Background: an optimization exercise with open tools, aiming at small area, a short achievable clock period and few clock cycles per item. Do not read the settings as production practice.
Function was checked by simulation only, so behaviour that the tests miss may differ from the original.
Power figures rest on the tool's default switching activity, not on a simulated workload.

Setup of the previous run:
Design cmu_assoc, start of the top module:
module cmu_assoc #(
    parameter int LINE_WORDS_WIDTH = 2,
    parameter int SET_WIDTH        = 4
) (
    input  logic        clk,
    input  logic        rst,
    input  logic [31:0] addr_rw,
    input  logic        en_r,
    input  logic        en_w,
    input  logic [31:0] data_w,
    output logic [31:0] data_r,
    output logic        stall,
    output logic        mem_cs_o,
    output logic        mem_we_o,
    output logic [31:0] mem_addr_o,
    output logic [31:0] mem_data_o,
    input  logic [31:0] mem_data_i,
    input  logic        mem_ack_i,
    output logic [31:0] hit_cnt,
    output logic [31:0] miss_cnt
);
export LEC_CHECK = 0
export CAP_MARGIN = 20
export CORE_MARGIN = 2
export CORE_UTILIZATION = 40
export CTS_BUF_LIST = sky130_fd_sc_hd__clkbuf_8
export CTS_CLUSTER_DIAMETER = 50
export CTS_CLUSTER_SIZE = 16
export SETUP_SLACK_MARGIN = 2.5
export SLEW_MARGIN = 20
export TNS_END_PERCENT = 5
create_clock -name core_clock -period 9.0 [get_ports {clk}]
run.sh (not shown) runs the stock make flow with config.mk's settings and CLKGATE_MAP_FILE= SYNTH_SCRIPT=/design/flow/synth_recipe.tcl, a recipe that flattens the netlist after the stock synthesis.
Testbench counts of the previous run, summed over its fixed seeds: cycles 25,824, accesses 24,000.
## Diff of input files: the current run against the previous run
--- a/flow/design.v
+++ b/flow/design.v
@@ -24,17 +24,20 @@
     localparam int LINE     = 1 << LINE_WORDS_WIDTH;
     logic [TAG_BITS-1:0] tag_q    [SETS][2];
     logic [31:0]         data_q   [SETS][2][LINE];
     logic [LINE-1:0]     wvalid_q [SETS][2];    
     logic [LINE-1:0]     wdirty_q [SETS][2];    
     logic [1:0]          lvalid_q [SETS];       
     logic [SETS-1:0]     lru_q;                 
-    logic [1:0]                  wbv_q;                   
-    logic [29:0]                 wba_q [2];               
-    logic [31:0]                 wbd_q [2];               
+    logic                        wbp_q;         
+    logic [SET_WIDTH-1:0]        wb_set_q;
+    logic                        wb_way_q;
+    logic [LINE_WORDS_WIDTH-1:0] wb_word_q;
+    logic [TAG_BITS-1:0]         wb_tag_q;
+    logic [31:0]                 wb_data_q;
     logic [LINE_WORDS_WIDTH-1:0] a_word;
     logic [SET_WIDTH-1:0]        a_set;
     logic [TAG_BITS-1:0]         a_tag;
     assign a_word = addr_rw[LINE_WORDS_WIDTH+1:2];
     assign a_set  = addr_rw[SET_WIDTH+LINE_WORDS_WIDTH+1:LINE_WORDS_WIDTH+2];
     assign a_tag  = addr_rw[31:32-TAG_BITS];
     logic [TAG_BITS-1:0] s_tag    [2];
@@ -99,83 +102,74 @@
     assign vic_le1   = le1_s[a_set];
     assign use_way   = line_hit ? lh1 : vic;
     logic                        cand_any, cand_way;
     logic [LINE_WORDS_WIDTH-1:0] cand_word;
     assign cand_way  = cway_s[a_set];
     assign cand_any  = cany_s[a_set];
     assign cand_word = cword_s[a_set];
-    logic wb_xfer, wb_done, load_wb, wb_room;
-    assign wb_xfer = wbv_q[0] && !fetch;
+    logic wb_xfer, wb_done, load_wb;
+    assign wb_xfer = wbp_q && !fetch;
     assign wb_done = wb_xfer && mem_ack_i;
-    assign wb_room = !wbv_q[1] || wb_done;                  
-    assign load_wb = req && cand_any && wb_room;
+    assign load_wb = req && cand_any && (!wbp_q || wb_done);
     logic wb_same;
-    assign wb_same = (wbv_q[0] && wba_q[0] == addr_rw[31:2]) ||
-                     (wbv_q[1] && wba_q[1] == addr_rw[31:2]);
+    assign wb_same = wbp_q && (wb_set_q == a_set) && (wb_word_q == a_word) &&
+                     (wb_tag_q == a_tag);
     logic need_fetch, fetch, go, alloc, complete, vic_free;
-    assign vic_free   = !vic_dirty || (vic_le1 && req && (!wbv_q[1] || (en_w && mem_ack_i)));
+    assign vic_free   = !vic_dirty || (vic_le1 && req && (!wbp_q || (en_w && mem_ack_i)));
     assign need_fetch = !en_w && !word_ok;
     assign go         = req && (line_hit || vic_free);      
     assign fetch      = go && need_fetch && !wb_same;
     assign alloc      = go && !line_hit;
     assign complete   = go && (!need_fetch || (mem_ack_i && !wb_same));
     assign stall      = req && !complete;
     logic        wr_en;
     logic [31:0] wr_data;
     assign wr_en   = complete && (en_w || !word_ok);
     assign wr_data = en_w ? data_w : mem_data_i;
-    assign mem_cs_o   = !rst && (fetch || wbv_q[0]);
+    assign mem_cs_o   = !rst && (fetch || wbp_q);
     assign mem_we_o   = !fetch;
-    assign mem_addr_o = {fetch ? addr_rw[31:2] : wba_q[0], 2'b00};
-    assign mem_data_o = wbd_q[0];
+    assign mem_addr_o = fetch ? {addr_rw[31:2], 2'b00}
+                              : {wb_tag_q, wb_set_q, wb_word_q, 2'b00};
+    assign mem_data_o = wb_data_q;
     always_ff @(posedge clk or posedge rst) begin
         if (rst) begin
             lru_q    <= '0;
             for (int s = 0; s < SETS; s++) lvalid_q[s] <= 2'b00;
             hit_cnt  <= '0;
             miss_cnt <= '0;
             data_r   <= '0;
-            wbv_q    <= 2'b00;
+            wbp_q    <= 1'b0;
         end else begin
             if (alloc) begin
                 lvalid_q[a_set][vic] <= 1'b1;
                 miss_cnt             <= miss_cnt + 32'd1;
             end
             if (complete) begin
                 lru_q[a_set] <= ~use_way;
                 hit_cnt      <= hit_cnt + 32'd1;
                 if (!en_w) data_r <= word_ok ? s_data[lh1][a_word] : mem_data_i;
             end
-            if (wb_done) wbv_q <= {1'b0, wbv_q[1]};
-            if (load_wb) begin
-                if (wb_done ? !wbv_q[1] : !wbv_q[0]) wbv_q[0] <= 1'b1;
-                else                                 wbv_q[1] <= 1'b1;
-            end
+            if (load_wb) wbp_q <= 1'b1;
+            else if (wb_done) wbp_q <= 1'b0;
         end
     end
     always_ff @(posedge clk) begin
         if (load_wb) wdirty_q[a_set][cand_way][cand_word] <= 1'b0;
         if (alloc) begin
             tag_q[a_set][vic]    <= a_tag;
             wvalid_q[a_set][vic] <= '0;
             wdirty_q[a_set][vic] <= '0;
         end
         if (wr_en) begin
             data_q[a_set][use_way][a_word]   <= wr_data;
             wvalid_q[a_set][use_way][a_word] <= 1'b1;
             if (en_w) wdirty_q[a_set][use_way][a_word] <= 1'b1;
         end
-        if (wb_done) begin
-            wba_q[0] <= wba_q[1];
-            wbd_q[0] <= wbd_q[1];
-        end
         if (load_wb) begin
-            if (wb_done ? !wbv_q[1] : !wbv_q[0]) begin
-                wba_q[0] <= {s_tag[cand_way], a_set, cand_word};
-                wbd_q[0] <= s_data[cand_way][cand_word];
-            end else begin
-                wba_q[1] <= {s_tag[cand_way], a_set, cand_word};
-                wbd_q[1] <= s_data[cand_way][cand_word];
-            end
+            wb_set_q  <= a_set;
+            wb_way_q  <= cand_way;
+            wb_word_q <= cand_word;
+            wb_tag_q  <= s_tag[cand_way];
+            wb_data_q <= s_data[cand_way][cand_word];
         end
     end
 endmodule
--- outcome ---
- The current run vs. the previous run: synthesized area down about 1.4%, wire length went up about 0.5%.
- The current run vs. the previous run: leakage power fell 0.00026 uW, post-synthesis async set-or-reset flop share about even, first-pass GRT wire length fell 9100 um, worst hold slack fell 0.0087 ns, count of placed standard cells in the final layout, fillers left out fell 473.
- The current run vs. the previous run: number of well-tap cells placed decreased by about 2.6% relative to the old numbers; post-route core utilization increased by 0.31 points relative to the old numbers; non-clock buffer count in the final layout decreased by 3.5% relative to the old numbers.
- Changes observed in the current run relative to the previous run: routing usage on met1 saw an increase, internal power component saw a decrease, total congestion overflow saw little to no change.
Testbench counts of the current run, summed over its fixed seeds: cycles 26,355, accesses 24,000.

==> what the ideal ports hide <==
In the flow no input, the clock included, has a driving cell. The finished layouts below were timed again as built, in two steps.
Step 1: set_driving_cell puts a clkbuf_16 on clk and a buf_2 on each other input, an assumption about the parent block.
Step 2 moves the port delays by t, midway between the first and last clock arrival at a register: inputs arrive t later, outputs are due t later. That takes back most of the time a late clock gives input paths.
a / b / c = ideal / step 1 / step 2; a / b = the first two.
run | t, ns | setup slack, ns | worst setup path at the end | cell pins on the clock port's net
the previous run | 1.352 | 2.069 / 1.899 / 1.209 | input to register | 1
the current run | 1.397 | 1.912 / 1.646 / 1.178 | input to register | 1
After both steps every run listed still meets setup and hold. The setup slack of the previous run, which loses most, moves by -0.170 ns with the drivers and by -0.860 ns with both steps.
